Background: an optimization exercise with open tools, aiming at small area. Do not read the settings as production practice. Where RTL was checked, it was by simulation tests only, not by an equivalence proof against the original. No driver is modelled on the clock port, so clocking that relies on it looks cheaper here than on a real chip. No activity file was given, so power comes from the tool's default toggle rates.

==> flow/design.v (excerpt) <==
module game_of_life_20 (
  input  logic       clk,
  input  logic       rst,
  input  logic       load,
  input  logic       wr_en,
  input  logic [4:0] wr_row,
  input  logic [19:0] wr_data,
  output logic       hsync_out,
  output logic       vsync_out,
  output logic [3:0] red,
  output logic [3:0] green,
  output logic [3:0] blue
);
  localparam int N = GRID_N_DEF;
  logic [N-1:0][N-1:0] r_a;         
  logic [N-1:1][N-1:0] r_bn;        
  logic [N-2:1]        r_ok;        
  logic [4:0]          r_lp;        
  logic [7:0]          r_gen;       
  logic [N-1:0]        r_rb, r_nb;  
  logic                w_clr, w_step, w_wr;
  logic [N-1:0]        w_up, w_mid, w_dn, w_next;
  logic [N-1:0]        w_wsel;
  logic [5:0]          w_tsum;
  logic [4:0]          w_tgt;
  assign w_clr  = rst || load;
  assign w_wr   = wr_en && (wr_row < 5'd20);
  assign w_step = !w_clr && !wr_en && (r_gen == 8'd199);
  assign w_mid = r_a[0];
  assign w_up  = (r_lp == 5'd0)  ? '0 : ~r_a[N-1];
  assign w_dn  = (r_lp == 5'd19) ? '0 : ~r_a[1];
  logic [N+1:0] w_cs, w_cc;
  assign w_cs[0] = 1'b0;  assign w_cc[0] = 1'b0;
  assign w_cs[N+1] = 1'b0;  assign w_cc[N+1] = 1'b0;
  for (genvar c = 0; c < N; c++) begin : g_csum
    gol_fa u_fa (.i_a(w_up[c]), .i_b(w_mid[c]), .i_c(w_dn[c]), .o_s(w_cs[c+1]), .o_co(w_cc[c+1]));
  end
  for (genvar c = 0; c < N; c++) begin : g_col
    logic a0, a1, b1, b2;
    gol_fa   u_fa_s (.i_a(w_cs[c]), .i_b(w_cs[c+1]), .i_c(w_cs[c+2]), .o_s(a0), .o_co(a1));
    gol_fa   u_fa_c (.i_a(w_cc[c]), .i_b(w_cc[c+1]), .i_c(w_cc[c+2]), .o_s(b1), .o_co(b2));
    gol_rule u_rule (.i_a0(a0), .i_a1(a1), .i_b1(b1), .i_b2(b2), .i_mid(w_mid[c]), .o_next(w_next[c]));
  end
  assign w_tsum = 6'(wr_row) + 6'd19 - 6'(r_lp);
  assign w_tgt  = (w_tsum >= 6'd20) ? 5'(w_tsum - 6'd20) : 5'(w_tsum);
  for (genvar k = 0; k < N; k++) begin : g_wsel
    assign w_wsel[k] = w_wr && (w_tgt == 5'(k));
  end
  logic [N-1:0][N-1:0] w_ad;
  for (genvar k = 0; k < N; k++) begin : g_ad
    assign w_ad[k] = rst ? '0 : load ? SEED_GRID[k] : wr_data;
  end
  logic [N-1:0] w_sh0n, w_sh19;
  assign w_sh0n = (r_ok[1] && !w_step) ? r_a[1] : r_bn[1];
  ...
Size in the first run: about 2100 cells after synthesis, ~43 I/O pins, about 28000 sq um of cells after synthesis.
clock: 10.0 ns
lec_check: 0
cap_margin: 20
core_margin: 2
core_utilization: 60
cts_buf_list: sky130_fd_sc_hd__clkbuf_8
cts_cluster_diameter: 40
cts_cluster_size: 16
place_density: 0.7
slew_margin: 20
synth_hierarchical: 1
synth_minimum_keep_size: 0
run.sh (not shown) runs the stock make flow with config.mk's settings and CLKGATE_MAP_FILE= SYNTH_SCRIPT=/design/flow/synth_recipe.tcl, a recipe that flattens the netlist after the stock synthesis.
Change:
CTS_BUF_LIST = sky130_fd_sc_hd__clkbuf_4   (was sky130_fd_sc_hd__clkbuf_8)
CTS_CLUSTER_DIAMETER = 30   (was 40)
CTS_CLUSTER_SIZE = 8   (was 16)
After rerunning: Worst hold slack loses 0.023 ns. Worst setup slack gains 0.33 ns. Total power is lower by 2.1%. Routed wire length rises by 1.7%. Flip-flop and latch count is unchanged. Cell count is higher by 3.3%. Count of clock-buffer cells in the layout increases by 89. Fmax climbs by 5.8%. Clock skew goes up by 0.018 ns.
Function was not checked in any run of this note: the RTL went through the layout flow alone.

* * *

game_of_life_20, a different RTL version from the one above (not shown whole).
Size: ~2100 cells after synthesis, ~880 flip-flops, about 43 I/O pins, roughly 27000 um^2 of cells after synthesis.
Settings: LEC_CHECK=0, CAP_MARGIN=20, CORE_MARGIN=2, CORE_UTILIZATION=75, PLACE_DENSITY=0.85, SLEW_MARGIN=20, SYNTH_HIERARCHICAL=1, SYNTH_MINIMUM_KEEP_SIZE=0; clock period 10.0 ns.
standard.sh (not shown) runs the stock make flow with config.mk's settings and CLKGATE_MAP_FILE= SYNTH_SCRIPT=/design/flow/synth_recipe.tcl, a recipe that flattens the netlist after the stock synthesis.
==> flow/flow/run.sh <==
#!/bin/bash
# Layout: the standard flow (standard.sh, standard synthesis included) with
# two changes to how buffers are placed: the clock tree gets no dummy loads
# added for balancing, and each port's buffer is the smallest buffer cell.
# The whole make output goes to standard.log; ORFS keeps each step's own log
# under orfs/logs/.
set -euo pipefail
export BUFFER_PORTS_ARGS="-buffer_cell sky130_fd_sc_hd__buf_1"
export CTS_ARGS="-sink_clustering_enable -repair_clock_nets -dont_use_dummy_load -sink_clustering_size 12 -sink_clustering_max_diameter 30 -buf_list sky130_fd_sc_hd__clkbuf_4"
bash standard.sh > standard.log 2>&1
==> next run, changes <==
--- a/flow/flow/run.sh
+++ b/flow/flow/run.sh
@@ -9 +9 @@
-export CTS_ARGS="-sink_clustering_enable -repair_clock_nets -dont_use_dummy_load -sink_clustering_size 12 -sink_clustering_max_diameter 30 -buf_list sky130_fd_sc_hd__clkbuf_4"
+export CTS_ARGS="-sink_clustering_enable -repair_clock_nets -dont_use_dummy_load -sink_clustering_size 10 -sink_clustering_max_diameter 35 -buf_list sky130_fd_sc_hd__clkbuf_4"
Settings changed: CORE_UTILIZATION 75 to 60, CTS_BUF_LIST from default to sky130_fd_sc_hd__clkbuf_4, CTS_CLUSTER_DIAMETER from default to 30, CTS_CLUSTER_SIZE from default to 8, PLACE_DENSITY 0.85 to 0.7.
Via count went down by 2.4%. Synthesized area stays the same. Global-route usage is lower by 5.8 points. Total power is lower by 0.55%. Routed wire length goes up by 2.4%. Die area rises by 24%. Combinational power drops by about 2%. Synthesized cell count is unchanged.
==> next run, changes <==
Settings changed: CORE_UTILIZATION 60 to 75, CTS_BUF_LIST sky130_fd_sc_hd__clkbuf_4 to default, CTS_CLUSTER_DIAMETER 30 to default, CTS_CLUSTER_SIZE 8 to default, PLACE_DENSITY 0.7 to 0.85.
What happened: The new run ran to the end with no violations; die area came out lower by 20%; design area went down by 0.90%; setup slack improves by 0.14 ns; sequential power stays flat; total power hardly moves; final cell count decreases by 5.4%; clock skew drops by 0.023 ns; global-route usage grows by 5.7 points.

* * *

game_of_life_20, a different RTL version from the one above (not shown whole).
Size in the first run: ~2,200 cells after synthesis, about 900 flip-flops, ~29,000 µm² of cells after synthesis.
export LEC_CHECK = 0
export CAP_MARGIN = 20
export CORE_MARGIN = 2
export CORE_UTILIZATION = 60
export CTS_BUF_LIST = sky130_fd_sc_hd__clkbuf_4
export CTS_CLUSTER_DIAMETER = 50
export CTS_CLUSTER_SIZE = 10
export PLACE_DENSITY = 0.7
export SLEW_MARGIN = 20
export SYNTH_HIERARCHICAL = 1
export SYNTH_MINIMUM_KEEP_SIZE = 0
create_clock -name core_clock -period 10.0 [get_ports {clk}]
run.sh (not shown) runs the stock make flow with config.mk's settings and CLKGATE_MAP_FILE= SYNTH_SCRIPT=/design/flow/synth_recipe.tcl, a recipe that flattens the netlist after the stock synthesis.
Stock flow here: none of the scripts above is used.
The starting point completed with no timing, DRC or antenna violations.
Change:
Settings changed: CTS_BUF_LIST sky130_fd_sc_hd__clkbuf_4 to sky130_fd_sc_hd__clkbuf_8, CTS_CLUSTER_DIAMETER 50 to 60, CTS_CLUSTER_SIZE 10 to 20.
=> The new run produced a clean layout. Worst hold slack improved by 37 ps. Clock-buffer cell count fell by 55. Final cell count fell by 1.6%. Non-clock buffer count is unchanged.
No functional check of the RTL was part of any run of this note.

* * *

game_of_life_20, a different RTL version from the one above (not shown whole).
Size: about 840 flip-flops.
export LEC_CHECK = 0
export CAP_MARGIN = 20
export CORE_MARGIN = 2
export CORE_UTILIZATION = 75
export PLACE_DENSITY = 0.85
export SLEW_MARGIN = 20
export SYNTH_HIERARCHICAL = 1
export SYNTH_MINIMUM_KEEP_SIZE = 0
create_clock -name core_clock -period 10.0 [get_ports {clk}]
standard.sh (not shown) runs the stock make flow with config.mk's settings and CLKGATE_MAP_FILE= SYNTH_SCRIPT=/design/flow/synth_recipe.tcl, a recipe that flattens the netlist after the stock synthesis.
==> flow/flow/run.sh <==
#!/bin/bash
# Layout: the standard flow (standard.sh, standard synthesis included) with
# three changes: the clock tree gets no dummy loads added for balancing, each
# port's buffer is the smallest buffer cell, and between clock tree synthesis
# and routing flow/recover.tcl downsizes cells where timing and slew allow.
# Each tool's output goes to a log of its own here: standard_cts.log (make up
# to the clock tree), recover.log (the resizing step), standard.log (make
# from routing to the end); ORFS keeps each step's log under orfs/logs/.
set -euo pipefail
export BUFFER_PORTS_ARGS="-buffer_cell sky130_fd_sc_hd__buf_1"
export CTS_ARGS="-sink_clustering_enable -repair_clock_nets -dont_use_dummy_load -sink_clustering_size 10 -sink_clustering_max_diameter 35 -buf_list sky130_fd_sc_hd__clkbuf_4"
bash standard.sh cts > standard_cts.log 2>&1
RESULTS=$PWD/orfs/results/sky130hd/game_of_life_20/base openroad -no_init -exit flow/recover.tcl > recover.log 2>&1
bash standard.sh > standard.log 2>&1
Other scripts of this flow, unchanged in this note and not shown: flow/flow/recover.tcl
==> next run, changes <==
CORE_UTILIZATION = 80   (was 75)
PLACE_DENSITY = 0.88   (was 0.85)
What happened: Wire length increases by 4.0%. Cell count decreases by 0.71%. Setup slack loses 0.22 ns. Sequential power hardly moves.

* * *

## old
game_of_life_20, a different RTL version from the one above (not shown whole).
Size: roughly 880 flip-flops, ~43 I/O pins, roughly 28000 um^2 of cells after synthesis.
==> flow/design.v (excerpt) <==
module game_of_life_20 (
  input  logic       clk,
  input  logic       rst,
  input  logic       load,
  input  logic       wr_en,
  input  logic [4:0] wr_row,
  input  logic [19:0] wr_data,
  output logic       hsync_out,
  output logic       vsync_out,
  output logic [3:0] red,
  output logic [3:0] green,
  output logic [3:0] blue
);
export LEC_CHECK = 0
export CAP_MARGIN = 0
export CORE_MARGIN = 2
export CORE_UTILIZATION = 60
export PLACE_DENSITY = 0.7
export SLEW_MARGIN = 0
export SYNTH_HIERARCHICAL = 1
export SYNTH_MINIMUM_KEEP_SIZE = 0
create_clock -name core_clock -period 10.0 [get_ports {clk}]
==> flow/flow/run.sh <==
#!/bin/bash
# Layout: the standard flow (standard.sh, standard synthesis included) with
# two changes to how buffers are placed: the clock tree gets no dummy loads
# added for balancing, and each port's buffer is the smallest buffer cell.
# The whole make output goes to standard.log; ORFS keeps each step's own log
# under orfs/logs/.
set -euo pipefail
export BUFFER_PORTS_ARGS="-buffer_cell sky130_fd_sc_hd__buf_1"
export CTS_ARGS="-sink_clustering_enable -repair_clock_nets -dont_use_dummy_load -sink_clustering_size 10 -sink_clustering_max_diameter 35 -buf_list sky130_fd_sc_hd__clkbuf_4"
bash standard.sh > standard.log 2>&1
diff inputs: old => new
- CAP_MARGIN now 20, was 0
- SLEW_MARGIN now 20, was 0
- CTS_BUF_LIST now sky130_fd_sc_hd__clkbuf_4, previously not set
- CTS_CLUSTER_DIAMETER now 30, previously not set
- CTS_CLUSTER_SIZE now 8, previously not set
Notes after the runs:
old -> new: area of all placed cells without fillers delta 0, exact match. Final HPWL from detailed placement came out exactly the same in new and old. From old to new the numbers moved as follows: fraction of power consumed by combinational cells closely matched the old numbers; layout multi-input combinational cell count closely matched the old numbers; count of placed standard cells in the final layout, fillers left out barely changed.
No functional check of the RTL was part of any run of this note.

re-timing with driven ports:
The results above use ideal ports. As a check the final layouts listed here were re-extracted and re-timed, cells and wires unchanged. Step 1 sets driving cells, clkbuf_16 on the clock port and buf_2 on the other inputs (assumed; they add their load-dependent delay and slew). Step 2 times the ports against the registers' clock, not the clock port: input delays grow and output delays shrink by t, the midpoint of the rising clock arrivals with the driver on. Three values: ideal, step 1, step 2; two values: the first two.
| run | t, ns | setup WS [ns] | worst setup path at the end |
|---|---|---|---|
| the first run of note 1 | 0.742 | 3.993 / 4.016 / 3.273 | input to register |
| the second run of note 1 | 1.070 | 4.323 / 4.345 / 3.275 | input to register |
| the first run of note 2 | 0.896 | 4.075 / 4.108 / 3.212 | input to register |
| the second run of note 2 | 0.906 | 3.952 / 3.984 / 3.078 | input to register |
| the third run of note 2 | 0.901 | 4.094 / 4.125 / 3.224 | input to register |
| the first run of note 3 | 0.919 | 3.410 / 3.445 / 2.526 | input to register |
| the second run of note 3 | 0.748 | 3.227 / 3.258 / 2.510 | input to register |
| the first run of note 4 | 0.859 | 3.614 / 3.644 / 2.785 | input to register |
| the second run of note 4 | 0.838 | 3.396 / 3.420 / 2.582 | input to register |
| old | 0.918 | 4.469 / 4.504 / 3.586 | input to register |
| new | 0.918 | 4.469 / 4.504 / 3.586 | input to register |
After both steps every run listed still meets setup and hold. The setup slack of the second run of note 1, which loses most, moves by +0.022 ns with the drivers and by -1.048 ns with both steps.
